Background: an optimization exercise with open tools, aiming at small area. Do not read the settings as production practice.
The RTL was checked by simulation tests, not by an equivalence proof against the original design. The clock port is modelled as an ideal driver; clocking choices that lean on that would not hold on a real chip.

// key_schedule
module key_schedule
(
  input  logic         clk_in,
  input  logic         rst_in,
  input  logic         start_in,
  input  logic [127:0] key_in,
  output logic         busy_out,
  output logic         rk_valid_out,
  input  logic         rk_ready_in,
  output logic [3:0]   rk_round_out,
  output logic [127:0] rk_out,
  output logic         done_out,
  input  logic [3:0]   rd_addr_in,
  output logic [127:0] rd_data_out
);
Size: about 58000 µm² of cells after synthesis.
export LEC_CHECK = 0
export CAP_MARGIN = 20
export CORE_MARGIN = 2
export CORE_UTILIZATION = 65
export SLEW_MARGIN = 20
export SYNTH_HIERARCHICAL = 1
export SYNTH_MINIMUM_KEEP_SIZE = 0
create_clock -name core_clock -period 6.5 [get_ports {clk_in}]
standard.sh (not shown) runs the stock make flow with config.mk's settings and CLKGATE_MAP_FILE= SYNTH_SCRIPT=/design/flow/synth_recipe.tcl, a recipe that flattens the netlist after the stock synthesis.
==> flow/flow/run.sh <==
#!/bin/bash
# The standard layout (standard.sh), with two changes:
#  - port buffers are sky130_fd_sc_hd__buf_1 (the standard flow picks a larger
#    delay cell); every input and output port still gets its buffer;
#  - CTS uses clkbuf_16 with sink clusters of up to 32 registers and inserts no
#    dummy loads.
# ORFS writes each step's full log under orfs/logs/; make's own output goes to
# flow.log here.
set -uo pipefail
export BUFFER_PORTS_ARGS="-buffer_cell sky130_fd_sc_hd__buf_1"
export CTS_ARGS="-sink_clustering_enable -repair_clock_nets -dont_use_dummy_load -buf_list sky130_fd_sc_hd__clkbuf_16 -sink_clustering_size 32 -sink_clustering_max_diameter 80"
bash standard.sh > flow.log 2>&1
Next try:
CORE_UTILIZATION = 70   (was 65)
After rerunning:
- final area is about the same
- routed wire length came out lower by 1.1%
- clock-buffer cell count came out lower by 1
Next try:
CORE_UTILIZATION = 65   (was 70)
PLACE_DENSITY = 0.8   (was unset)
Outcome:
- routed wire length came out lower by about 2.4%
- first-iteration DRC count came out higher by about 12%
- critical path depth came out higher by 2
- synthesized cell count does not change
- global-route usage came out lower by 3.5 points
- core utilization came out lower by 5.4 points
Next try:
--- a/flow/flow/run.sh
+++ b/flow/flow/run.sh
@@ -5 +5 @@
-#  - CTS uses clkbuf_16 with sink clusters of up to 32 registers and inserts no
+#  - CTS uses clkbuf_8 with sink clusters of up to 20 registers and inserts no
@@ -11 +11 @@
-export CTS_ARGS="-sink_clustering_enable -repair_clock_nets -dont_use_dummy_load -buf_list sky130_fd_sc_hd__clkbuf_16 -sink_clustering_size 32 -sink_clustering_max_diameter 80"
+export CTS_ARGS="-sink_clustering_enable -repair_clock_nets -dont_use_dummy_load -buf_list sky130_fd_sc_hd__clkbuf_8 -sink_clustering_size 20 -sink_clustering_max_diameter 50"
CORE_UTILIZATION = 40   (was 65)
CTS_BUF_LIST = sky130_fd_sc_hd__clkbuf_8   (was unset)
CTS_CLUSTER_DIAMETER = 50   (was unset)
CTS_CLUSTER_SIZE = 20   (was unset)
PLACE_DENSITY = unset   (was 0.8)
Outcome: The changed run ran to the end with no violations; worst hold slack improves by 0.025 ns; clock skew went up by 0.046 ns; maximum frequency hardly moves; cell count climbs by about a fifth; cell area rose by a few percent; synthesized cell count stays the same; routed wire length grows by a little under a tenth; core utilization shrinks by 27 points.

* * *

Starting RTL as in the previous note.
export LEC_CHECK = 0
export CAP_MARGIN = 20
export CORE_MARGIN = 2
export CORE_UTILIZATION = 60
export SLEW_MARGIN = 20
export SYNTH_HIERARCHICAL = 1
export SYNTH_MINIMUM_KEEP_SIZE = 0
create_clock -name core_clock -period 6.5 [get_ports {clk_in}]
==> flow/flow/run.sh <==
#!/bin/bash
# The standard layout (standard.sh), with two changes:
#  - port buffers are sky130_fd_sc_hd__buf_1 (the standard flow picks a larger
#    delay cell); every input and output port still gets its buffer;
#  - CTS uses clkbuf_16 with sink clusters of up to 28 registers and inserts no
#    dummy loads.
# ORFS writes each step's full log under orfs/logs/; make's own output goes to
# flow.log here.
set -uo pipefail
export BUFFER_PORTS_ARGS="-buffer_cell sky130_fd_sc_hd__buf_1"
export CTS_ARGS="-sink_clustering_enable -repair_clock_nets -dont_use_dummy_load -buf_list sky130_fd_sc_hd__clkbuf_16 -sink_clustering_size 28 -sink_clustering_max_diameter 70"
bash standard.sh > flow.log 2>&1
The first run finished with timing, DRC and antenna clean.
Edit:
==> flow/flow/run.sh (replaced) <==
#!/bin/bash
# The standard layout (standard.sh), with two changes:
#  - port buffers are sky130_fd_sc_hd__buf_1 (the standard flow picks a larger
#    delay cell); every input and output port still gets its buffer;
#  - CTS uses clkbuf_16 with sink clusters of up to 32 registers and inserts no
#    dummy loads.
# ORFS writes each step's full log under orfs/logs/; make's own output goes to
# flow.log here.
set -uo pipefail
export BUFFER_PORTS_ARGS="-buffer_cell sky130_fd_sc_hd__buf_1"
export CTS_ARGS="-sink_clustering_enable -repair_clock_nets -dont_use_dummy_load -buf_list sky130_fd_sc_hd__clkbuf_16 -sink_clustering_size 32 -sink_clustering_max_diameter 80"
bash standard.sh > flow.log 2>&1
--- a/flow/config.mk
+++ b/flow/config.mk
@@ -9,3 +9,4 @@
 export CORE_MARGIN = 2
-export CORE_UTILIZATION = 60
+export CORE_UTILIZATION = 65
+export GPL_TIMING_DRIVEN = 0
 export SLEW_MARGIN = 20
Result: Final area rose by about 5%. Worst hold slack gains 0.0052 ns. Clock-buffer cell count came out lower by 20.
Edit:
==> flow/flow/run.sh (replaced) <==
#!/bin/bash
# The standard layout (standard.sh), with two changes:
#  - port buffers are sky130_fd_sc_hd__buf_1 (the standard flow picks a larger
#    delay cell); every input and output port still gets its buffer;
#  - CTS uses clkbuf_16 with sink clusters of up to 28 registers and inserts no
#    dummy loads.
# ORFS writes each step's full log under orfs/logs/; make's own output goes to
# flow.log here.
set -uo pipefail
export BUFFER_PORTS_ARGS="-buffer_cell sky130_fd_sc_hd__buf_1"
export CTS_ARGS="-sink_clustering_enable -repair_clock_nets -dont_use_dummy_load -buf_list sky130_fd_sc_hd__clkbuf_16 -sink_clustering_size 28 -sink_clustering_max_diameter 70"
bash standard.sh > flow.log 2>&1
--- a/flow/config.mk
+++ b/flow/config.mk
@@ -9,4 +9,3 @@
 export CORE_MARGIN = 2
-export CORE_UTILIZATION = 65
-export GPL_TIMING_DRIVEN = 0
+export CORE_UTILIZATION = 40
 export SLEW_MARGIN = 20
Effect:
- The new run finished with timing, DRC and antenna clean
- first-iteration DRC count drops by 18%
- cell area drops by 2.2%
- setup slack gains 0.15 ns
- worst hold slack got worse by 0.010 ns
- final cell count went up by 14%
- core utilization drops by 31 points
- clock skew is higher by 0.034 ns
- clock-buffer cell count rises by 47
Edit:
--- a/flow/config.mk
+++ b/flow/config.mk
@@ -7,6 +7,6 @@
 export LEC_CHECK = 0
-export CAP_MARGIN = 20
+export CAP_MARGIN = 5
 export CORE_MARGIN = 2
-export CORE_UTILIZATION = 40
-export SLEW_MARGIN = 20
+export CORE_UTILIZATION = 65
+export SLEW_MARGIN = 5
 export SYNTH_HIERARCHICAL = 1
The changed run finished with timing, DRC and antenna clean.
Worst setup slack is worse by 0.17 ns.
Maximum frequency is lower by 2.8%.
Register-to-register slack is worse by 0.17 ns.
Wire length is lower by 4.4%.
Critical path depth is higher by 1.

what the ideal ports hide:
The results above use ideal ports. As a check the final layouts listed here were re-extracted and re-timed, cells and wires unchanged. Step 1, drivers: a clkbuf_16 drives clk_in and a buf_2 each remaining input, both assumed. Step 2 times the ports against the registers' clock, not the clock port: input delays grow and output delays shrink by t, the midpoint of the rising clock arrivals with the driver on. a / b / c = ideal / step 1 / step 2; a / b = the first two.
run	t (ns)	slack for setup (ns)	slew at the worst register clock pin (ns)
the first run of note 1	0.727	0.243 / 0.243 / 0.243	0.12 / 0.12
the second run of note 1	0.728	0.205 / 0.205 / 0.205	0.12 / 0.12
the third run of note 1	0.728	0.342 / 0.342 / 0.342	0.12 / 0.12
the fourth run of note 1	0.913	0.343 / 0.343 / 0.343	0.12 / 0.12
the first run of note 2	0.725	0.337 / 0.337 / 0.337	0.11 / 0.11
the second run of note 2	0.752	0.278 / 0.278 / 0.278	0.12 / 0.12
the third run of note 2	0.784	0.429 / 0.429 / 0.429	0.11 / 0.11
the fourth run of note 2	0.699	0.255 / 0.255 / 0.255	0.11 / 0.11
After both steps every run listed still meets setup and hold.
